Context: an optimization exercise on an open-source flow, tuned for small area and a short achievable clock period. The choices shown serve that exercise and are no tape-out recipe. The RTL was checked by simulation tests, not by an equivalence proof against the original design. Power figures rest on the tool's default switching activity, not on a simulated workload.

==> flow/design.v (outline; a module is shown in full before it is edited, if it fits) <==
// module fft_mag_sq_cs: 615 lines
// module fft_peak_detect: 131 lines
// module fft_add32: 36 lines
module fft_peak_detect #(
  parameter int N_POINTS = 64,
  parameter int DATA_W   = 16,
  parameter int THRESH   = 1024,
  parameter int CONFIRM  = 2,
  parameter int LED_W    = 8,
  localparam int BIN_W   = fft_peak_detect_pkg::fft_bin_w(N_POINTS),
  localparam int MAG_W   = 2*DATA_W+1
) (
  input  logic                 CLOCK_50,
  input  logic                 KEY,
  input  logic                 s_valid,
  input  logic                 s_sop,
  input  logic                 s_eop,
  input  logic signed [DATA_W-1:0] s_re,
  input  logic signed [DATA_W-1:0] s_im,
  output logic                 peak_valid,
  output logic [BIN_W-1:0]     peak_bin,
  output logic [MAG_W-1:0]     peak_mag,
  output logic                 no_signal,
  output logic                 frame_err,
  output logic [LED_W-1:0]     LEDR
);
  // ...
==> flow/flow/run.sh <==
#!/bin/bash
# Standard ORFS layout with two changes:
#  1. after the standard synthesis, flow/polarity.py flips full adders
#     (FA(~a,~b,~c) = ~FA(a,b,c)) to remove most inverters between them;
#     registers and everything else are left as synthesis made them;
#  2. the ports are buffered with buf_1 instead of the default pick.
set -euo pipefail
R=orfs/results/sky130hd/fft_peak_detect/base
bash standard.sh synth > synth.log 2>&1
cp $R/1_2_yosys.v $R/1_2_yosys.std.v
python3 flow/polarity.py $R/1_2_yosys.std.v $R/1_2_yosys.v > polarity.log 2>&1
rm -f $R/1_synth.odb
bash standard.sh "BUFFER_PORTS_ARGS=-buffer_cell sky130_fd_sc_hd__buf_1" finish > flow.log 2>&1
==> flow/flow/polarity.py <==
#!/usr/bin/env python3
"""Remove inverters around full adders in a Yosys netlist (sky130hd).

A full adder is self-dual: FA(~a, ~b, ~c) = (~sum, ~cout), so each fa cell
may be flipped (all of its inputs and outputs complemented) without changing
what the circuit computes.  Simple gates may also be swapped for their
output-inverted twin (and2 <-> nand2, a21o <-> a21oi, ...).  This picks flips
and swaps that minimise cell area (inv_1 cells counted), then rewrites the
netlist with one inv_1 per signal that is still needed in both polarities.
Registers, ports and all other cells are kept as they are.

usage: polarity.py IN.v OUT.v
"""
import re, sys, random

OUT_PINS = {"X", "Y", "Q", "Q_N", "SUM", "COUT", "HI", "LO"}
P = "sky130_fd_sc_hd__"
INV = P + "inv_1"
A_INV = 3.7536
# cell -> (twin with complemented output, area delta)
PAIRS = [("and2_1", "nand2_1", 6.2560, 3.7536), ("and2_0", "nand2_1", 6.2560, 3.7536),
         ("or2_1", "nor2_1", 6.2560, 3.7536), ("or2_0", "nor2_1", 6.2560, 3.7536),
         ("xor2_1", "xnor2_1", 8.7584, 8.7584), ("and3_1", "nand3_1", 6.2560, 5.0048),
         ("or3_1", "nor3_1", 6.2560, 5.0048), ("and4_1", "nand4_1", 8.7584, 6.2560),
         ("or4_1", "nor4_1", 7.5072, 6.2560), ("a21o_1", "a21oi_1", 7.5072, 5.0048),
         ("o21a_1", "o21ai_1", 7.5072, 5.0048), ("a22o_1", "a22oi_1", 8.7584, 7.5072),
         ("a31o_1", "a31oi_1", 8.7584, 6.2560), ("o31a_1", "o31ai_1", 8.7584, 7.5072),
         ("a211o_1", "a211oi_1", 8.7584, 7.5072), ("o211a_1", "o211ai_1", 10.0096, 7.5072),
         ("mux2_1", "mux2i_1", 11.2608, 10.0096)]
TWIN = {}
for a, b, aa, ab in PAIRS:
    TWIN.setdefault(P + a, (P + b, ab - aa))
    TWIN.setdefault(P + b, (P + a, aa - ab))
TWIN[P + "o21ai_0"] = (P + "o21a_1", 7.5072 - 5.0048)


def main():
    src = open(sys.argv[1]).read()
    m = re.search(r"^module\s+(\w+)\s*\((.*?)\);", src, re.S | re.M)
    body_start = m.end()
    end = src.rindex("endmodule")
    ports = set()
    for d, rng, names in re.findall(r"^\s*(input|output)\s*(\[\d+:\d+\])?\s*([^;]+);", src, re.M):
        for n in names.split(","):
            n = n.strip()
            if rng:
                hi, lo = map(int, rng[1:-1].split(":"))
                for i in range(min(hi, lo), max(hi, lo) + 1):
                    ports.add(f"{n}[{i}]")
            ports.add(n)
    cell_re = re.compile(r"^\s*(sky130_fd_sc_hd__\w+)\s+(\S+)\s*\((.*?)\);\s*$", re.S | re.M)
    pin_re = re.compile(r"\.(\w+)\(\s*((?:\\\S+\s)|[^()\s]*)\s*\)")
    cells = []
    for cm in cell_re.finditer(src, body_start, end):
        typ, name, pins = cm.group(1), cm.group(2), cm.group(3)
        pl = [(p, n.strip()) for p, n in pin_re.findall(pins)]
        cells.append({"typ": typ, "name": name, "pins": pl, "span": cm.span()})
    drv = {}
    for ci, c in enumerate(cells):
        for p, n in c["pins"]:
            if p in OUT_PINS and n:
                drv[n] = (ci, p)

    def removable(c):
        return c["typ"] == INV and dict(c["pins"]).get("Y") not in ports

    isfa = lambda c: re.match(P + r"fa_\d+$", c["typ"]) is not None
    root_cache = {}

    def root(n):
        if n in root_cache:
            return root_cache[n]
        d = drv.get(n)
        if d is not None and removable(cells[d[0]]):
            r, q = root(dict(cells[d[0]]["pins"])["A"])
            res = (r, q ^ 1)
        else:
            res = (n, 0)
        root_cache[n] = res
        return res

    sinks = {}
    for ci, c in enumerate(cells):
        if removable(c):
            continue
        for p, n in c["pins"]:
            if p in OUT_PINS or not n or "'" in n:
                continue
            r, q = root(n)
            sinks.setdefault(r, []).append((ci, p, q))
    # variables: full adders (flip) and gates with a twin (swap)
    var = {}
    for ci, c in enumerate(cells):
        outs = [n for p, n in c["pins"] if p in OUT_PINS and n]
        if any(n in ports for n in outs):
            continue
        if isfa(c):
            var[ci] = "fa"
        elif c["typ"] in TWIN and not removable(c):
            var[ci] = "gate"
    flip = {ci: 0 for ci in var}

    def dpol(r):
        d = drv.get(r)
        if d is not None and d[0] in flip:
            return flip[d[0]]
        return 0

    def need(ci, q):
        return q ^ flip[ci] if var.get(ci) == "fa" else q

    def cost_root(r):
        pd = dpol(r)
        return int(any(need(ci, q) != pd for ci, p, q in sinks.get(r, [])))

    def area_of(ci):
        return TWIN[cells[ci]["typ"]][1] if var.get(ci) == "gate" and flip[ci] else 0.0

    touch = {}
    for ci, kind in var.items():
        rs = set()
        for p, n in cells[ci]["pins"]:
            if not n or "'" in n:
                continue
            if p in OUT_PINS:
                rs.add(n)
            elif kind == "fa":
                rs.add(root(n)[0])
        touch[ci] = rs
    allroots = set(sinks)

    def total():
        return A_INV * sum(cost_root(r) for r in allroots) + sum(area_of(ci) for ci in var)

    before_inv = sum(1 for c in cells if removable(c))
    start = total()
    best, best_flip = start, dict(flip)
    rng = random.Random(1)
    keys = list(var)
    for restart in range(40):
        improved = True
        while improved:
            improved = False
            rng.shuffle(keys)
            for ci in keys:
                rs = touch[ci]
                c0 = A_INV * sum(cost_root(r) for r in rs) + area_of(ci)
                flip[ci] ^= 1
                c1 = A_INV * sum(cost_root(r) for r in rs) + area_of(ci)
                if c1 < c0 - 1e-9:
                    improved = True
                elif c1 <= c0 + 1e-9 and restart > 0 and rng.random() < 0.1:
                    pass
                else:
                    flip[ci] ^= 1
        t = total()
        if t < best - 1e-9:
            best, best_flip = t, dict(flip)
        flip = dict(best_flip)
        for ci in rng.sample(keys, max(1, len(keys) // 10)):
            flip[ci] ^= 1
    flip = best_flip
    nfa = sum(1 for ci in var if var[ci] == "fa" and flip[ci])
    ngate = sum(1 for ci in var if var[ci] == "gate" and flip[ci])
    ninv = sum(cost_root(r) for r in allroots)
    sys.stderr.write(f"inv_1 removable: {before_inv}; kept polarity cost {start:.1f}, "
                     f"after {best:.1f}; {ninv} inverters, {nfa} adders flipped, {ngate} gates swapped\n")
    # rewrite
    newnet, extra, conn = {}, [], {}
    k = 0
    for r, lst in sinks.items():
        pd = dpol(r)
        for ci, p, q in lst:
            if need(ci, q) == pd:
                conn[(ci, p)] = r
            else:
                if r not in newnet:
                    nn = f"polinv_n{k}"
                    extra.append((f"polinv_c{k}", r, nn))
                    newnet[r] = nn
                    k += 1
                conn[(ci, p)] = newnet[r]
    esc = lambda n: n + (" " if n.startswith("\\") else "")
    out = [src[:body_start], "".join(f"\n  wire {nn};" for _, _, nn in extra)]
    pos = body_start
    for ci, c in enumerate(cells):
        s, e = c["span"]
        out.append(src[pos:s])
        pos = e
        if removable(c):
            continue
        typ = c["typ"]
        swap = var.get(ci) == "gate" and flip[ci]
        if swap:
            typ = TWIN[typ][0]
        pins = []
        for p, n in c["pins"]:
            if (ci, p) in conn:
                n = conn[(ci, p)]
            if swap and p in ("X", "Y"):
                p = "Y" if p == "X" else "X"
            pins.append(f"    .{p}({esc(n)})")
        out.append(f"\n  {typ} {c['name']} (\n" + ",\n".join(pins) + "\n  );")
    out.append(src[pos:end])
    for name, r, nn in extra:
        out.append(f"  {INV} {name} (\n    .A({esc(r)}),\n    .Y({nn})\n  );\n")
    out.append(src[end:])
    open(sys.argv[2], "w").write("".join(out))


main()
==> flow/standard.sh <==
#!/bin/bash
# synth_recipe.tcl (not shown) runs the flow's synth.tcl, then flattens the netlist and writes it again
# the make line also repeats each setting of config.mk as NAME=value (left out here)
make -C /OpenROAD-flow-scripts/flow DESIGN_CONFIG=/design/flow/config.mk WORK_HOME=/design/flow/orfs CLKGATE_MAP_FILE= SYNTH_SCRIPT=/design/flow/synth_recipe.tcl "${@:-finish}"
==> flow/config.mk <==
export PLATFORM = sky130hd
export DESIGN_NAME = fft_peak_detect
export DESIGN_NICKNAME = fft_peak_detect
export VERILOG_FILES = /design/flow/design.v
export SDC_FILE = /design/flow/constraint.sdc
export NUM_CORES = 4
export LEC_CHECK = 0
export CAP_MARGIN = 20
export CORE_MARGIN = 2
export CORE_UTILIZATION = 40
export CTS_BUF_LIST = sky130_fd_sc_hd__clkbuf_4 sky130_fd_sc_hd__clkbuf_8
export PLACE_DENSITY = 0.6
export SETUP_SLACK_MARGIN = 4.5
export SLEW_MARGIN = 20
==> flow/constraint.sdc <==
create_clock -name core_clock -period 8.0 [get_ports {CLOCK_50}]
set_input_delay 1.6000 -clock core_clock [delete_from_list [all_inputs] [get_ports {CLOCK_50}]]
set_output_delay 1.6000 -clock core_clock [all_outputs]
set_load 0.01 [all_outputs]
==> reports/metrics.yaml, run 1 <==
status:
  status: "timing/DRC/antenna clean"
floorplanning:
  std_cell_rows: 67
  fp.dieArea_um2: 35900
  core_um2: 33700
setup_path:
  crit_chain: "nand2_1 -> fa_1 -> inv_1 -> fa_1 -> fa_1 -> fa_1 -> fa_1 -> fa_1"
  r2r_end: "mc2[18]$_DFF_P_"
  rrSetupSlack_ns: 4.59
  path_class: "reg -> reg"
placed_design:
  place_ws_ns: 4.25
  place_congestion: 0.866
cells_and_area:
  clock_buffers: 18
  num-multi-input-gates: 868
  seq_area_um2: 4390
  top_regs: "max_mag: 32 flops, pmag: 32 flops, ms2: 31 flops"
  area_growth_pct: 8.91
  final_cell_mix: "fa_1 (224), and2_1 (142), dfxtp_1 (124)"
power_and_ir_drop:
  switchingPower_mw: 1.98
  power.leakage_nw: 6.51
  p_clk_share_pct: 14.0
  seq-power_mw: 1.54
  p_total_mw: 4.70
  pwr-share-seq_pct: 32.7
synthesis:
  ys_warn_count: 5
grt:
  antenna_found_initial: 0
  grt_pass1_wl_um: 49800
  globalRouteOverflowTotal: 0
worst_hold_path:
  hold_path_class: "reg -> reg"
clocking:
  clock_latency_ns: 0.50
timing:
  fin_ws_ns: 4.59
run:
  maxCapViolCount: 0
==> module fft_peak_detect, before the edit <==
module fft_peak_detect #(
  parameter int N_POINTS = 64,
  parameter int DATA_W   = 16,
  parameter int THRESH   = 1024,
  parameter int CONFIRM  = 2,
  parameter int LED_W    = 8,
  localparam int BIN_W   = fft_peak_detect_pkg::fft_bin_w(N_POINTS),
  localparam int MAG_W   = 2*DATA_W+1
) (
  input  logic                 CLOCK_50,
  input  logic                 KEY,
  input  logic                 s_valid,
  input  logic                 s_sop,
  input  logic                 s_eop,
  input  logic signed [DATA_W-1:0] s_re,
  input  logic signed [DATA_W-1:0] s_im,
  output logic                 peak_valid,
  output logic [BIN_W-1:0]     peak_bin,
  output logic [MAG_W-1:0]     peak_mag,
  output logic                 no_signal,
  output logic                 frame_err,
  output logic [LED_W-1:0]     LEDR
);
  logic [1:0]  k1;
  logic [15:0] re1, im1;
  always_ff @(posedge CLOCK_50) begin
    if (KEY) begin
      k1 <= 2'b00;
    end else begin
      k1 <= {s_valid & (s_sop | s_eop), s_valid & ~s_sop};
    end
  end
  always_ff @(posedge CLOCK_50) begin
    re1 <= s_re[15] ? 16'(-s_re) : s_re;
    im1 <= s_im[15] ? 16'(-s_im) : s_im;
  end
  logic [1:0]  k2;
  logic        k2_sop, k2_eop, k2_pl;
  logic [31:0] ms_d, mc_d, ms2, mc2;
  fft_mag_sq_cs u_sq (.a(re1), .b(im1), .s(ms_d), .c(mc_d));
  always_ff @(posedge CLOCK_50) begin
    if (KEY) begin
      k2 <= 2'b00;
    end else begin
      k2 <= k1;
    end
  end
  assign k2_pl  = ~k2[1] &  k2[0];
  assign k2_sop =  k2[1] & ~k2[0];
  assign k2_eop =  k2[1] &  k2[0];
  always_ff @(posedge CLOCK_50) begin
    ms2 <= ms_d;
    mc2 <= mc_d;
  end
  logic        inframe, first, armed;
  logic [5:0]  bin_cnt;
  logic [4:0]  max_bin, cand_bin;
  logic [31:0] max_mag, mag;
  logic        gt, compete, upd, last, good_eop, bad, no_sig_now, confirm;
  logic [31:0] dsum;
  logic [4:0]  pbin;
  logic [31:0] pmag;
  assign peak_bin = {1'b0, pbin};
  assign peak_mag = {1'b0, pmag};
  fft_add32 u_add (.a(ms2), .b(mc2), .s(mag));
  logic [31:0] cs_s, cs_c;
  assign cs_s = ms2 ^ mc2 ^ ~max_mag;
  assign cs_c = (ms2 & mc2) | (ms2 & ~max_mag) | (mc2 & ~max_mag);
  assign dsum = cs_s + {cs_c[30:0], 1'b0};
  assign gt   = ~dsum[31] & ~max_mag[31];
  assign last     = (bin_cnt == 6'd63);
  assign compete  = inframe & k2_pl & ~bin_cnt[5];
  assign upd      = compete & (first | gt);
  assign good_eop = inframe & k2_eop & last;
  assign bad      = inframe & (k2_sop | (k2_eop & ~last) | (k2_pl & last));
  assign no_sig_now = ~|max_mag[31:10];
  assign confirm  = armed & (max_bin == cand_bin);
  always_ff @(posedge CLOCK_50) begin
    if (upd) begin
      max_mag <= mag;
      max_bin <= bin_cnt[4:0];
    end
  end
  always_ff @(posedge CLOCK_50) begin
    if (k2_sop)
      bin_cnt <= 6'd1;
    else if (k2_pl)
      bin_cnt <= bin_cnt + 6'd1;
  end
  always_ff @(posedge CLOCK_50) begin
    if (k2_sop)
      first <= 1'b1;
    else if (k2_pl)
      first <= 1'b0;
  end
  always_ff @(posedge CLOCK_50) begin
    if (good_eop & ~no_sig_now)
      cand_bin <= max_bin;
  end
  always_ff @(posedge CLOCK_50) begin
    if (KEY) begin
      inframe    <= 1'b0;
      armed      <= 1'b0;
      peak_valid <= 1'b0;
      pbin       <= '0;
      pmag       <= '0;
      no_signal  <= 1'b0;
      frame_err  <= 1'b0;
      LEDR       <= '0;
    end else begin
      peak_valid <= 1'b0;
      if (k2_sop)
        inframe <= 1'b1;
      else if (inframe & ((k2_eop) | (k2_pl & last)))
        inframe <= 1'b0;
      if (bad)
        frame_err <= 1'b1;
      if (good_eop) begin
        no_signal <= no_sig_now;
        armed     <= ~no_sig_now;
        if (no_sig_now | confirm) begin
          pbin          <= no_sig_now ? 5'd0 : max_bin;
          pmag[31:10]   <= max_mag[31:10];
          pmag[9:0]     <= no_sig_now ? 10'd0 : max_mag[9:0];
          LEDR          <= no_sig_now ? '0 : LED_W'(1) << max_bin[4:2];
          peak_valid    <= 1'b1;
        end
      end
    end
  end
endmodule
==> run 2: changes to the inputs <==
--- a/flow/design.v
+++ b/flow/design.v
@@ -642,11 +642,15 @@
   output logic [LED_W-1:0]     LEDR
 );
-  logic [1:0]  k1;
+  logic        k1_sop, k1_eop, k1_pl;
   logic [15:0] re1, im1;
   always_ff @(posedge CLOCK_50) begin
     if (KEY) begin
-      k1 <= 2'b00;
+      k1_sop <= 1'b0;
+      k1_eop <= 1'b0;
+      k1_pl  <= 1'b0;
     end else begin
-      k1 <= {s_valid & (s_sop | s_eop), s_valid & ~s_sop};
+      k1_sop <= s_valid & s_sop;
+      k1_eop <= s_valid & ~s_sop & s_eop;
+      k1_pl  <= s_valid & ~s_sop & ~s_eop;
     end
   end
@@ -655,5 +659,4 @@
     im1 <= s_im[15] ? 16'(-s_im) : s_im;
   end
-  logic [1:0]  k2;
   logic        k2_sop, k2_eop, k2_pl;
   logic [31:0] ms_d, mc_d, ms2, mc2;
@@ -661,12 +664,13 @@
   always_ff @(posedge CLOCK_50) begin
     if (KEY) begin
-      k2 <= 2'b00;
+      k2_sop <= 1'b0;
+      k2_eop <= 1'b0;
+      k2_pl  <= 1'b0;
     end else begin
-      k2 <= k1;
+      k2_sop <= k1_sop;
+      k2_eop <= k1_eop;
+      k2_pl  <= k1_pl;
     end
   end
-  assign k2_pl  = ~k2[1] &  k2[0];
-  assign k2_sop =  k2[1] & ~k2[0];
-  assign k2_eop =  k2[1] &  k2[0];
   always_ff @(posedge CLOCK_50) begin
     ms2 <= ms_d;
@@ -683,4 +687,5 @@
   assign peak_bin = {1'b0, pbin};
   assign peak_mag = {1'b0, pmag};
+  assign LEDR     = (pbin == 5'd0) ? '0 : LED_W'(1) << pbin[4:2];
   fft_add32 u_add (.a(ms2), .b(mc2), .s(mag));
   logic [31:0] cs_s, cs_c;
@@ -727,5 +732,4 @@
       no_signal  <= 1'b0;
       frame_err  <= 1'b0;
-      LEDR       <= '0;
     end else begin
       peak_valid <= 1'b0;
@@ -743,5 +747,4 @@
           pmag[31:10]   <= max_mag[31:10];
           pmag[9:0]     <= no_sig_now ? 10'd0 : max_mag[9:0];
-          LEDR          <= no_sig_now ? '0 : LED_W'(1) << max_bin[4:2];
           peak_valid    <= 1'b1;
         end
==> flow/flow/run.sh (replaced) <==
#!/bin/bash
# Standard ORFS layout with three changes:
#  1. after the standard synthesis, flow/polarity.py flips full adders
#     (FA(~a,~b,~c) = ~FA(a,b,c)) and swaps gates for their output-inverted
#     twins to remove most inverters; registers are left as synthesis made them;
#  2. flow/fapins.py connects each full adder's latest input to its fast CIN pin;
#  3. the ports are buffered with buf_1 instead of the default pick.
set -euo pipefail
R=orfs/results/sky130hd/fft_peak_detect/base
bash standard.sh synth > synth.log 2>&1
cp $R/1_2_yosys.v $R/1_2_yosys.std.v
python3 flow/polarity.py $R/1_2_yosys.std.v $R/1_2_yosys.pol.v > polarity.log 2>&1
python3 flow/fapins.py $R/1_2_yosys.pol.v $R/1_2_yosys.v > fapins.log 2>&1
rm -f $R/1_synth.odb
bash standard.sh "BUFFER_PORTS_ARGS=-buffer_cell sky130_fd_sc_hd__buf_1" finish > flow.log 2>&1
==> flow/flow/fapins.py (new file) <==
#!/usr/bin/env python3
"""Reorder full-adder inputs by estimated arrival time (sky130hd).

SUM and COUT of a full adder are symmetric in A, B and CIN, but CIN is the
fastest pin and A the slowest.  With a simple delay model this connects the
latest-arriving signal of each fa cell to CIN and the earliest to A.

usage: fapins.py IN.v OUT.v
"""
import re, sys
from collections import defaultdict, deque

OUT_PINS = {"X", "Y", "Q", "Q_N", "SUM", "COUT", "HI", "LO"}
P = "sky130_fd_sc_hd__"


def main():
    src = open(sys.argv[1]).read()
    m = re.search(r"^module\s+(\w+)\s*\((.*?)\);", src, re.S | re.M)
    body_start = m.end()
    end = src.rindex("endmodule")
    cell_re = re.compile(r"(sky130_fd_sc_hd__\w+)\s+(\S+)\s*\((.*?)\);", re.S)
    pin_re = re.compile(r"\.(\w+)\(\s*((?:\\\S+\s)|[^()\s]*)\s*\)")
    cells = []
    for cm in cell_re.finditer(src, body_start, end):
        typ, name, pins = cm.group(1), cm.group(2), cm.group(3)
        pl = [(p, n.strip()) for p, n in pin_re.findall(pins)]
        cells.append({"typ": typ, "name": name, "pins": pl, "span": cm.span()})
    seq = lambda c: re.match(P + r"(e?df|dl|sdf)", c["typ"]) is not None
    isfa = lambda c: re.match(P + r"fa_\d+$", c["typ"]) is not None
    drv = {}
    for ci, c in enumerate(cells):
        for p, n in c["pins"]:
            if p in OUT_PINS and n:
                drv[n] = ci
    # topological order of combinational cells
    deps = defaultdict(set)
    users = defaultdict(set)
    for ci, c in enumerate(cells):
        if seq(c):
            continue
        for p, n in c["pins"]:
            if p not in OUT_PINS and n in drv and not seq(cells[drv[n]]):
                deps[ci].add(drv[n])
                users[drv[n]].add(ci)
    indeg = {ci: len(deps[ci]) for ci in range(len(cells)) if not seq(cells[ci])}
    q = deque(ci for ci, d in indeg.items() if d == 0)
    order = []
    while q:
        ci = q.popleft()
        order.append(ci)
        for u in users[ci]:
            indeg[u] -= 1
            if indeg[u] == 0:
                q.append(u)
    arr = defaultdict(float)
    for ci, c in enumerate(cells):
        if seq(c):
            for p, n in c["pins"]:
                if p in OUT_PINS:
                    arr[n] = 0.4
    swapped = 0
    for ci in order:
        c = cells[ci]
        ins = [(p, n) for p, n in c["pins"] if p not in OUT_PINS]
        if isfa(c):
            d = dict(c["pins"])
            sig = sorted([d.get("A", ""), d.get("B", ""), d.get("CIN", "")], key=lambda n: arr[n])
            new = {"A": sig[0], "B": sig[1], "CIN": sig[2]}
            if any(new[k] != d.get(k) for k in new):
                swapped += 1
            c["pins"] = [(p, new.get(p, n)) for p, n in c["pins"]]
            a, b, ci_ = arr[sig[0]], arr[sig[1]], arr[sig[2]]
            s = max(a + 0.52, b + 0.48, ci_ + 0.42)
            co = max(a + 0.46, b + 0.45, ci_ + 0.39)
            for p, n in c["pins"]:
                if p == "SUM":
                    arr[n] = s
                elif p == "COUT":
                    arr[n] = co
            continue
        t = max([arr[n] for p, n in ins] + [0.0])
        dl = 0.07 if "__inv" in c["typ"] else 0.28 if "__ha" in c["typ"] else 0.2
        for p, n in c["pins"]:
            if p in OUT_PINS:
                arr[n] = t + dl
    sys.stderr.write(f"fa cells re-pinned: {swapped}; max estimated arrival {max(arr.values()):.2f}\n")
    esc = lambda n: n + (" " if n.startswith("\\") else "")
    out = [src[:body_start]]
    pos = body_start
    for c in cells:
        s, e = c["span"]
        out.append(src[pos:s])
        pos = e
        pins = ",\n".join(f"    .{p}({esc(n)})" for p, n in c["pins"])
        out.append(f"\n  {c['typ']} {c['name']} (\n{pins}\n  );")
    out.append(src[pos:])
    open(sys.argv[2], "w").write("".join(out))


main()
--- a/flow/flow/polarity.py
+++ b/flow/flow/polarity.py
@@ -49,5 +49,5 @@
                     ports.add(f"{n}[{i}]")
             ports.add(n)
-    cell_re = re.compile(r"^\s*(sky130_fd_sc_hd__\w+)\s+(\S+)\s*\((.*?)\);\s*$", re.S | re.M)
+    cell_re = re.compile(r"(sky130_fd_sc_hd__\w+)\s+(\S+)\s*\((.*?)\);", re.S)
     pin_re = re.compile(r"\.(\w+)\(\s*((?:\\\S+\s)|[^()\s]*)\s*\)")
     cells = []
@@ -204,5 +204,5 @@
     out.append(src[pos:end])
     for name, r, nn in extra:
-        out.append(f"  {INV} {name} (\n    .A({esc(r)}),\n    .Y({nn})\n  );\n")
+        out.append(f"\n  {INV} {name} (\n    .A({esc(r)}),\n    .Y({nn})\n  );\n")
     out.append(src[end:])
     open(sys.argv[2], "w").write("".join(out))
==> run 2 against run 1 <==
Against the previous run:
- worst setup slack improved by 0.0020 ns
- clock skew decreased by 0.0023 ns
- via count decreased by 0.49%
- clock-buffer cell count increased by 1
- area after synthesis decreased by 1.7%
- still clean
- critical path type unchanged
- flip-flop and latch count decreased by 6
==> reports/metrics.yaml, run 2 <==
floorplanning:
  core_um2: 33400  # was 33,700 µm²
  die_w_um: 188  # was 189 µm
  die_h_um: 188  # was 189 µm
  ios: 87  # unchanged
  fp.dieArea_um2: 35300  # was 35,900 µm²
  std_cell_rows: 67  # unchanged
  start_util_pct: 40.4  # was 40.8%
timing:
  fmax_ghz: 0.293  # about the same
  slew_violations: 0  # unchanged
  fin_setup_tns_ns: 0  # unchanged
  rsz0062_at_grt: "false"  # was true
  slew_headroom_pct: 32.7  # was 32.9%
  finalCritPeriodShare_pct: 42.7  # about the same
  finalHoldViolCount: 0  # unchanged
  finClkSkew_ns: 0.0198  # was 0.0221 ns
  tightest_slew_ns: 1.01  # about the same
  layout_min_cycle_time_ns: 3.41  # about the same
  finalSetupViolations: 0  # unchanged
synthesis:
  ys_warn_count: 5  # unchanged
  syn_inst: 1189  # was 1,203
  syn_avg_cell_area_um2: 11.4  # about the same
  syn_area_um2: 13500  # was 13,800 µm²
grt:
  antenna_found_initial: 0  # unchanged
  grt_pass1_wl_um: 49000  # was 49,800 µm
  globalRouteOverflowTotal: 0  # unchanged
  grt_max_degree: 49  # was 54
  first_global_vias: 9077  # was 9,134
  grt_use_total_pct: 17.9  # was 18.0%
cells_and_area:
  fillers: 3156  # was 3,206
  area_growth_pct: 10.3  # was 8.91%
  layout_commonest_cell: "fa_1"  # unchanged
  drive_above_1_share_pct: 7.74  # was 6.08%
  layout.cells.non_filler: 1727  # was 1,731
  fin_area_um2: 14900  # was 15,000 µm²
  antenna_cells: 0  # unchanged
  final_cell_mix: "fa_1 (223), and2_1 (133), dfxtp_1 (117)"  # was fa_1 (224), and2_1 (142), dfxtp_1 (124)
  top_regs: "max_mag: 32 flops, pmag: 32 flops, ms2: 31 flops"  # unchanged
  nets: 1605  # was 1,609
setup_path:
  crit_family: "adder cells"  # unchanged
  reg2reg_from: "re1[14]$_DFF_P_"  # was re1[4]$_DFF_P_
  crit_path_end_kind: "flop"  # unchanged
  crit_chain: "and2_1 -> fa_2 -> fa_1 -> fa_1 -> fa_1 -> fa_1 -> fa_1"  # was nand2_1 -> fa_1 -> inv_1 -> fa_1 -> fa_1 -> fa_1 -> fa_1 -> fa_1
  crit_buf_inv: 0  # was 1
  rrSetupSlack_ns: 4.59  # about the same
  path_class: "reg -> reg"  # unchanged
  cp_slowest_cell: "fa_1"  # was dfxtp_2
  r2r_cells: 7  # was 8
  slowest_delay_ns: 0.54  # was 0.52 ns
  worst_ep_required_time_ns: 8.35  # was 8.39 ns
  worstPathMaxFanout: 5  # was 15
  critPathLaunchType: "flop"  # unchanged
  r2r_end: "mc2[19]$_DFF_P_"  # was mc2[18]$_DFF_P_
  arrival_ns: 3.77  # was 3.80 ns
  cp_common_cell: "fa_1"  # unchanged
status:
  status: "timing/DRC/antenna clean"  # unchanged
power_and_ir_drop:
  max-vdd-ir-drop_mv: 0.159  # was 0.145 mV
  power.leakage_nw: 6.50  # was 6.51 nW
  p_total_mw: 4.69  # was 4.70 mW
  power.density_nw_per_um2: 314  # was 313 nW/µm²
route:
  wl_per_cell_um: 17.3  # was 17.5 µm
  via_per_inst: 4.97  # was 4.98
  firstDrtPassIters: 4  # unchanged
  via_count: 8577  # was 8,619
  drt-initial-drc-count: 399  # was 513
  route.detailed.drc: 0  # unchanged
  antenna_left: 0  # unchanged
  totalWireLength_um: 29900  # was 30,400 µm
clocking:
  tritoncts: "yes"  # unchanged
  clock_latency_ns: 0.49  # was 0.50 ns
  cts_root_buf: "clkbuf_8"  # unchanged
  cts_buffers: 17  # unchanged
  clock_path_buffers: 2  # unchanged
  clk_pin_slew_worst_paths_ns: 0.11  # about the same
  ctsHtreeMaxLevel: 4  # unchanged
  cts_sinks: 189  # was 195
  postCtsHoldBufs: 0  # unchanged
worst_hold_path:
  hold_path_class: "reg -> reg"  # unchanged
  min_path_cells: 0  # unchanged
  worstHoldStart: "re1[15]$_SDFF_PN0_"  # was im1[15]$_SDFF_PN0_
  holdPathEnd: "ms2[30]$_DFF_P_"  # was mc2[30]$_DFF_P_
placed_design:
  place_hpwl_um: 22700  # was 23,500 µm
  port_buffers: 84  # unchanged
  post-place-cells: 1672  # was 1,690
  place_congestion: 0.829  # was 0.866
  dpl_cell_area_um2: 14200  # was 14,400 µm²
run:
  maxCapViolCount: 0  # unchanged
==> run 2: power by group <==
part / total (mW) / switching [mW] / internal (mW)
sequential: 1.51 / 0.249 / 1.26
clock: 0.611 / 0.371 / 0.241
combinational: 2.57 / 1.36 / 1.21
==> run 2: worst register-to-register path, delay by kind of cell (launching register included) <==
kind	cells	cell delay, ns
adder cells (fa/ha/maj)	6	2.72
flip-flops	1	0.38
AND/OR/NAND/NOR	1	0.18
==> run 2: final cells by class <==
class	count	area [µm²]	share of cell area [%]
well taps	448	561	3.76
flip-flops and latches	189	4290	28.7
clock inverters	13	125	0.839
repair buffers	107	522	3.50
clock buffers	19	255	1.71
inverters	96	360	2.41
multi-input cells	855	8810	59.1
==> run 2: through the flow <==
step	util [%]	hold WS, ns	setup slack, ns
6_report	44.6	0.442	4.59
5_1_grt	44.6	0.454	4.51
4_1_cts	44.1	0.443	4.50
3_5_place_dp	42.5	0.425	4.14
3_3_place_gp	42.5	0.427	4.18
2_1_floorplan	-	0.310	4.55
==> run 2: repair_timing <==
item                       4_1_cts  5_1_grt
buffers inserted                 4       18
setup endpoints to repair       59       58
pin swaps                        2        2
cloned                           1        0
gates resized for setup         36       20
==> run 2: worst max path at each step <==
stage,start,to,slack [ns],depth (start not counted)
2_1_floorplan,re1[14]$_DFF_P_,mc2[17]$_DFF_P_,4.55,8
3_3_place_gp,max_mag[25]$_DFFE_PP_,max_mag[3]$_DFFE_PP_,4.18,9
3_5_place_dp,max_mag[25]$_DFFE_PP_,max_mag[3]$_DFFE_PP_,4.14,9
4_1_cts,im1[10]$_DFF_P_,mc2[14]$_DFF_P_,4.50,6
5_1_grt,im1[8]$_DFF_P_,mc2[17]$_DFF_P_,4.51,6
6_report,re1[14]$_DFF_P_,mc2[19]$_DFF_P_,4.59,7
==> run 2: layer usage <==
metal / share of wire (%) / vias to the layer above / track usage [%]
met5: 0 / - / 0
met4: 1.5 / 0 / 4.66
met3: 6.2 / 35 / 4.17
met2: 43 / 257 / 27.4
met1: 49 / 4280 / 25.6
li1: - / 4005 / -
==> run 3: changes to the inputs <==
==> flow/flow/polarity.py (replaced) <==
#!/usr/bin/env python3
"""Remove inverters around full adders in a Yosys netlist (sky130hd).

A full adder is self-dual: FA(~a, ~b, ~c) = (~sum, ~cout), so each fa cell
may be flipped (all of its inputs and outputs complemented) without changing
what the circuit computes.  Simple gates may be swapped for their
output-inverted twin (and2 <-> nand2, a21o <-> a21oi, ...), and AND/OR-type
gates for their De Morgan duals on complemented inputs (and2(a,b) =
nor2(~a,~b)).  Simulated annealing picks the flips and swaps that minimise
cell area (inv_1 cells counted); the netlist is then rewritten with one inv_1
per signal still needed in both polarities.  Registers, ports and all other
cells are kept as they are.

usage: polarity.py IN.v OUT.v
"""
import re, sys, math, random

OUT_PINS = {"X", "Y", "Q", "Q_N", "SUM", "COUT", "HI", "LO"}
P = "sky130_fd_sc_hd__"
INV = P + "inv_1"
A_INV = 3.7536
AREA = {"and2_1": 6.2560, "and2_0": 6.2560, "nand2_1": 3.7536, "or2_1": 6.2560,
        "or2_0": 6.2560, "nor2_1": 3.7536, "and3_1": 6.2560, "nand3_1": 5.0048,
        "or3_1": 6.2560, "nor3_1": 5.0048, "and4_1": 8.7584, "nand4_1": 6.2560,
        "or4_1": 7.5072, "nor4_1": 6.2560, "xor2_1": 8.7584, "xnor2_1": 8.7584,
        "a21o_1": 7.5072, "a21oi_1": 5.0048, "o21a_1": 7.5072, "o21ai_1": 5.0048,
        "o21ai_0": 5.0048, "a22o_1": 8.7584, "a22oi_1": 7.5072, "o22a_1": 8.7584,
        "o22ai_1": 6.2560, "a31o_1": 8.7584, "a31oi_1": 6.2560, "o31a_1": 8.7584,
        "o31ai_1": 7.5072, "a211o_1": 8.7584, "a211oi_1": 7.5072, "o211a_1": 10.0096,
        "o211ai_1": 7.5072, "mux2_1": 11.2608, "mux2i_1": 10.0096}
# AND/OR families: state (out_inv, in_inv) -> cell; and(a,b), nand, nor(=and of ~), or(=nand of ~)
FAM = {}
for n, tag in ((2, "2_1"), (3, "3_1"), (4, "4_1")):
    tbl = {(0, 0): "and" + tag, (1, 0): "nand" + tag, (0, 1): "nor" + tag, (1, 1): "or" + tag}
    for st, cell in tbl.items():
        FAM[cell] = (tbl, st)
for c0 in ("and2_0", "or2_0"):
    tbl = FAM[c0.replace("_0", "_1")][0]
    FAM[c0] = (tbl, FAM[c0.replace("_0", "_1")][1])
# output-only twins
TWIN = {}
for a, b in (("xor2_1", "xnor2_1"), ("a21o_1", "a21oi_1"), ("o21a_1", "o21ai_1"),
             ("a22o_1", "a22oi_1"), ("o22a_1", "o22ai_1"), ("a31o_1", "a31oi_1"),
             ("o31a_1", "o31ai_1"), ("a211o_1", "a211oi_1"), ("o211a_1", "o211ai_1"),
             ("mux2_1", "mux2i_1")):
    TWIN[a], TWIN[b] = b, a
TWIN["o21ai_0"] = "o21a_1"


def main():
    src = open(sys.argv[1]).read()
    m = re.search(r"^module\s+(\w+)\s*\((.*?)\);", src, re.S | re.M)
    body_start = m.end()
    end = src.rindex("endmodule")
    ports = set()
    for d, rng, names in re.findall(r"^\s*(input|output)\s*(\[\d+:\d+\])?\s*([^;]+);", src, re.M):
        for n in names.split(","):
            n = n.strip()
            if rng:
                hi, lo = map(int, rng[1:-1].split(":"))
                for i in range(min(hi, lo), max(hi, lo) + 1):
                    ports.add(f"{n}[{i}]")
            ports.add(n)
    cell_re = re.compile(r"(sky130_fd_sc_hd__\w+)\s+(\S+)\s*\((.*?)\);", re.S)
    pin_re = re.compile(r"\.(\w+)\(\s*((?:\\\S+\s)|[^()\s]*)\s*\)")
    cells = []
    for cm in cell_re.finditer(src, body_start, end):
        typ, name, pins = cm.group(1), cm.group(2), cm.group(3)
        pl = [(p, n.strip()) for p, n in pin_re.findall(pins)]
        cells.append({"typ": typ, "short": typ[len(P):], "name": name, "pins": pl, "span": cm.span()})
    drv = {}
    for ci, c in enumerate(cells):
        for p, n in c["pins"]:
            if p in OUT_PINS and n:
                drv[n] = ci

    def removable(c):
        return c["typ"] == INV and dict(c["pins"]).get("Y") not in ports

    isfa = lambda c: re.match(P + r"fa_\d+$", c["typ"]) is not None
    root_cache = {}

    def root(n):
        if n in root_cache:
            return root_cache[n]
        d = drv.get(n)
        if d is not None and removable(cells[d]):
            r, q = root(dict(cells[d]["pins"])["A"])
            res = (r, q ^ 1)
        else:
            res = (n, 0)
        root_cache[n] = res
        return res

    sinks = {}
    for ci, c in enumerate(cells):
        if removable(c):
            continue
        for p, n in c["pins"]:
            if p in OUT_PINS or not n or "'" in n:
                continue
            r, q = root(n)
            sinks.setdefault(r, []).append((ci, p, q))
    # per-cell state: o (output complemented), i (inputs complemented)
    kind, o, i = {}, {}, {}
    for ci, c in enumerate(cells):
        outs = [n for p, n in c["pins"] if p in OUT_PINS and n]
        if removable(c) or any(n in ports for n in outs):
            continue
        if isfa(c):
            kind[ci] = "fa"
        elif c["short"] in FAM:
            kind[ci] = "fam"
        elif c["short"] in TWIN:
            kind[ci] = "twin"
        else:
            continue
        o[ci] = 0
        i[ci] = 0

    def cell_type(ci):
        c = cells[ci]
        k = kind.get(ci)
        if k == "fam":
            tbl, (o0, i0) = FAM[c["short"]]
            return tbl[(o0 ^ o[ci], i0 ^ i[ci])]
        if k == "twin" and o[ci]:
            return TWIN[c["short"]]
        return c["short"]

    def area(ci):
        return AREA.get(cell_type(ci), 0.0) if kind.get(ci) in ("fam", "twin") else 0.0

    def dpol(r):
        d = drv.get(r)
        return o.get(d, 0) if d is not None else 0

    def need(ci, q):
        return q ^ i.get(ci, 0)

    def cost_root(r):
        pd = dpol(r)
        return int(any(need(ci, q) != pd for ci, p, q in sinks.get(r, [])))

    moves = []   # (cell, which) ; which: 'fa' flips o and i together
    touch = {}
    for ci, k in kind.items():
        outr = {n for p, n in cells[ci]["pins"] if p in OUT_PINS and n}
        inr = {root(n)[0] for p, n in cells[ci]["pins"] if p not in OUT_PINS and n and "'" not in n}
        if k == "fa":
            moves.append((ci, "fa"))
            touch[(ci, "fa")] = outr | inr
        else:
            moves.append((ci, "o"))
            touch[(ci, "o")] = outr
            if k == "fam":
                moves.append((ci, "i"))
                touch[(ci, "i")] = inr

    def apply(mv):
        ci, w = mv
        if w == "fa":
            o[ci] ^= 1
            i[ci] ^= 1
        elif w == "o":
            o[ci] ^= 1
        else:
            i[ci] ^= 1

    def local(mv):
        return A_INV * sum(cost_root(r) for r in touch[mv]) + area(mv[0])

    allroots = set(sinks)

    def total():
        return A_INV * sum(cost_root(r) for r in allroots) + sum(area(ci) for ci in kind)

    before_inv = sum(1 for c in cells if removable(c))
    start = total()
    cur = start
    best, best_o, best_i = start, dict(o), dict(i)
    rng = random.Random(1)
    steps = 400 * len(moves) + 20000
    t0, t1 = 4.0, 0.02
    for s in range(steps):
        temp = t0 * (t1 / t0) ** (s / steps)
        mv = moves[rng.randrange(len(moves))]
        c0 = local(mv)
        apply(mv)
        d = local(mv) - c0
        if d <= 0 or rng.random() < math.exp(-d / temp):
            cur += d
            if cur < best - 1e-9:
                best, best_o, best_i = cur, dict(o), dict(i)
        else:
            apply(mv)
    o.update(best_o)
    i.update(best_i)
    # greedy clean-up
    improved = True
    while improved:
        improved = False
        for mv in moves:
            c0 = local(mv)
            apply(mv)
            if local(mv) < c0 - 1e-9:
                improved = True
            else:
                apply(mv)
    best = total()
    ninv = sum(cost_root(r) for r in allroots)
    nfa = sum(1 for ci in kind if kind[ci] == "fa" and o[ci])
    ng = sum(1 for ci in kind if kind[ci] != "fa" and cell_type(ci) != cells[ci]["short"])
    sys.stderr.write(f"inv_1 removable: {before_inv}; area of inverters and gates considered {start:.1f} -> "
                     f"{best:.1f}; {ninv} inverters, {nfa} adders flipped, {ng} gates changed\n")
    # rewrite
    newnet, extra, conn = {}, [], {}
    k = 0
    for r, lst in sinks.items():
        pd = dpol(r)
        for ci, p, q in lst:
            if need(ci, q) == pd:
                conn[(ci, p)] = r
            else:
                if r not in newnet:
                    nn = f"polinv_n{k}"
                    extra.append((f"polinv_c{k}", r, nn))
                    newnet[r] = nn
                    k += 1
                conn[(ci, p)] = newnet[r]
    esc = lambda n: n + (" " if n.startswith("\\") else "")
    out = [src[:body_start], "".join(f"\n  wire {nn};" for _, _, nn in extra)]
    pos = body_start
    for ci, c in enumerate(cells):
        s, e = c["span"]
        out.append(src[pos:s])
        pos = e
        if removable(c):
            continue
        typ = P + cell_type(ci) if ci in kind else c["typ"]
        newout = "Y" if re.match(r"(nand|nor|xnor|a\d+oi|o\d+ai|mux2i|inv)", typ[len(P):]) else "X"
        pins = []
        for p, n in c["pins"]:
            if (ci, p) in conn:
                n = conn[(ci, p)]
            if ci in kind and kind[ci] != "fa" and p in ("X", "Y"):
                p = newout
            pins.append(f"    .{p}({esc(n)})")
        out.append(f"{typ} {c['name']} (\n" + ",\n".join(pins) + "\n  );")
    out.append(src[pos:end])
    for name, r, nn in extra:
        out.append(f"\n  {INV} {name} (\n    .A({esc(r)}),\n    .Y({nn})\n  );\n")
    out.append(src[end:])
    open(sys.argv[2], "w").write("".join(out))


main()
==> run 3 against run 2 <==
Against the previous run:
- area after synthesis down 2.2%
- clock skew barely moved
- sequential share of layout area fell by 0.36 points
- hold slack got worse by 0.0094 ns
- flip-flop and latch count stayed put
- cell area is 0.19% lower
- still clean on timing, DRC and antenna
- critical path type unchanged
==> reports/metrics.yaml, run 3 <==
power_and_ir_drop:
  max-vdd-ir-drop_mv: 0.156  # was 0.159 mV
  switchingPower_mw: 2.02  # was 1.98 mW
  power_frac_comb_pct: 55.6  # was 54.8%
  pwr-share-seq_pct: 31.1  # was 32.1%
  power.density_nw_per_um2: 317  # was 314 nW/µm²
  power.internal_mw: 2.70  # was 2.71 mW
  p_clk_share_pct: 13.4  # was 13.0%
  switching_share_pct: 42.7  # was 42.1%
  power.leakage_nw: 6.47  # was 6.50 nW
worst_hold_path:
  worstHoldStart: "re1[15]$_SDFF_PN0_"  # unchanged
  holdPathEnd: "ms2[30]$_DFF_P_"  # unchanged
  hold_path_class: "reg -> reg"  # unchanged
  min_path_cells: 0  # unchanged
timing:
  finalSetupViolations: 0  # unchanged
  slew_headroom_pct: 33.4  # was 32.7%
  finalHoldViolCount: 0  # unchanged
  fmax_ghz: 0.284  # was 0.293 GHz
  tightest_slew_ns: 0.999  # was 1.01 ns
  finClkSkew_ns: 0.0200  # was 0.0198 ns
  layout_min_cycle_time_ns: 3.52  # was 3.41 ns
  finalCritPeriodShare_pct: 44.0  # was 42.7%
  slew_violations: 0  # unchanged
  fin_setup_tns_ns: 0  # unchanged
  rsz0062_at_grt: "true"  # was false
  fin_ws_ns: 4.48  # was 4.59 ns
route:
  via_count: 8864  # was 8,577
  wl_per_cell_um: 18.2  # was 17.3 µm
  totalWireLength_um: 32000  # was 29,900 µm
  via_per_inst: 5.04  # was 4.97
  firstDrtPassIters: 5  # was 4
  antenna_left: 0  # unchanged
  route.detailed.drc: 0  # unchanged
  drt-initial-drc-count: 655  # was 399
cells_and_area:
  drive_above_1_share_pct: 10.7  # was 7.74%
  top_regs: "max_mag: 32 flops, pmag: 32 flops, ms2: 31 flops"  # unchanged
  antenna_cells: 0  # unchanged
  fin_util_pct: 45.8  # was 44.6%
  nets: 1641  # was 1,605
  layout_commonest_cell: "nor2_1"  # was fa_1
  final_cell_mix: "nor2_1 (269), fa_1 (214), dfxtp_1 (134)"  # was fa_1 (223), and2_1 (133), dfxtp_1 (117)
  area_growth_pct: 12.6  # was 10.3%
placed_design:
  place_ws_ns: 4.27  # was 4.14 ns
  port_buffers: 84  # unchanged
  place_hpwl_um: 25000  # was 22,700 µm
  place_congestion: 0.920  # was 0.829
run:
  maxCapViolCount: 0  # unchanged
clocking:
  cts_root_buf: "clkbuf_8"  # unchanged
  clock_latency_ns: 0.50  # was 0.49 ns
  clk_pin_slew_worst_paths_ns: 0.12  # was 0.11 ns
  cts_buffers: 17  # unchanged
  cts_sinks: 189  # unchanged
  tritoncts: "yes"  # unchanged
  ctsHtreeMaxLevel: 4  # unchanged
  postCtsHoldBufs: 0  # unchanged
  clock_path_buffers: 2  # unchanged
synthesis:
  syn_area_um2: 13200  # was 13,500 µm²
  ys_warn_count: 5  # unchanged
  syn_avg_cell_area_um2: 11.0  # was 11.4 µm²
  syn_inst: 1198  # was 1,189
setup_path:
  rrSetupSlack_ns: 4.48  # was 4.59 ns
  crit_start: "re1[14]$_DFF_P_"  # unchanged
  r2r_cells: 9  # was 7
  critPathLaunchType: "flop"  # unchanged
  arrival_ns: 3.89  # was 3.77 ns
  r2r_end: "mc2[17]$_DFF_P_"  # was mc2[19]$_DFF_P_
  path_class: "reg -> reg"  # unchanged
  reg2reg_from: "re1[14]$_DFF_P_"  # unchanged
  worst_ep_required_time_ns: 8.37  # was 8.35 ns
  worstPathMaxFanout: 6  # was 5
  crit_path_end_kind: "flop"  # unchanged
status:
  status: "timing/DRC/antenna clean"  # unchanged
floorplanning:
  std_cell_rows: 66  # was 67
  die_h_um: 186  # was 188 µm
  ios: 87  # unchanged
  fp.dieArea_um2: 34500  # was 35,300 µm²
  start_util_pct: 40.7  # was 40.4%
  die_w_um: 186  # was 188 µm
  core_um2: 32500  # was 33,400 µm²
grt:
  first_global_vias: 9318  # was 9,077
  grt_pass1_wl_um: 50600  # was 49,000 µm
  grt_max_degree: 49  # unchanged
  antenna_found_initial: 1  # was 0
  globalRouteOverflowTotal: 0  # unchanged
  grt_use_total_pct: 19.5  # was 17.9%
-- run 3: routing by layer --
metal  share of wire, %  track usage [%]
met1                 46             27.3
met2                 43             29.6
met3                7.9             5.03
met4                2.6             6.55
met5                  0                0
-- run 3: worst max-delay path by stage --
stage,end,slack [ns],cells after the start
global placement,mc2[17]$_DFF_P_,4.31,8
global route,mc2[17]$_DFF_P_,4.40,9
finish,mc2[17]$_DFF_P_,4.48,9
detailed placement,mc2[17]$_DFF_P_,4.27,8
CTS,mc2[17]$_DFF_P_,4.47,8
floorplan,mc2[17]$_DFF_P_,4.56,9
-- run 3: power by group through the flow --
stage | clock [mW] | sequential, mW | combinational [mW]
detailed placement | 0 | 1.49 | 2.57
global placement | 0 | 1.48 | 2.46
finish | 0.631 | 1.47 | 2.62
CTS | 0.650 | 1.47 | 2.59
floorplan | 0 | 1.42 | 1.84
global route | 0.682 | 1.50 | 3.06
-- run 3: critical path: stages (launching register included) --
cell        delay, ns
dfxtp_4          0.38
clkinvlp_4       0.12
buf_6            0.14
nor2_1           0.06
fa_2             0.39
fa_1             0.56
fa_2             0.46
fa_2             0.35
fa_1             0.50
fa_1             0.41
-- run 3: final cells by class --
class / instances / area, µm²
clock buffer: 17 / 234
clock inverter: 15 / 156
fill: 3077 / 17600
inverter: 105 / 473
multi-input combinational: 855 / 8500
sequential: 189 / 4230
tap: 442 / 553
timing repair buffer: 133 / 743
timing repair inverter: 1 / 5.00
-- run 3: through the flow --
step	power [mW]	instance area, µm²	hold slack, ns	cells
detailed placement	4.05	13900	0.396	1675
global placement	3.94	13900	0.395	1675
finish	4.72	14900	0.433	1757
floorplan	3.26	13200	0.310	1199
CTS	4.70	14500	0.424	1724
global route	5.24	14900	0.441	1757
-- run 3: repair_timing --
| action | CTS | global route |
|---|---|---|
| buffers inserted | 16 | 32 |
| setup endpoints to repair | 50 | 63 |
| gates resized for setup | 21 | 38 |
| gates cloned | 1 | 1 |
| pin swaps | 1 | 8 |

[afterwards: timing with drivers on the ports]
No port has a modelled driver above. Below, the same layouts with a new extraction and two added sets of constraints. Step 1 (the two cells are an assumption about what drives the block):
set clk [get_ports {CLOCK_50}]
set_driving_cell -lib_cell sky130_fd_sc_hd__clkbuf_16 $clk
set_driving_cell -lib_cell sky130_fd_sc_hd__buf_2 [delete_from_list [all_inputs] $clk]
Step 2 also shifts input and output timing later by t, the mid clock arrival at the registers, as if the neighbouring blocks saw the same clock. Slacks: no drivers / after step 1 / after step 2; pairs: no drivers / after step 1.
| run | t, ns | setup WS [ns] | clock arrival spread, ns |
|---|---|---|---|
| run 1 | 0.540 | 4.585 / 4.585 / 4.585 | 0.022 / 0.023 |
| run 2 | 0.518 | 4.587 / 4.587 / 4.587 | 0.021 / 0.021 |
| run 3 | 0.527 | 4.481 / 4.481 / 4.481 | 0.020 / 0.020 |
After both steps setup and hold are still met in every run listed.
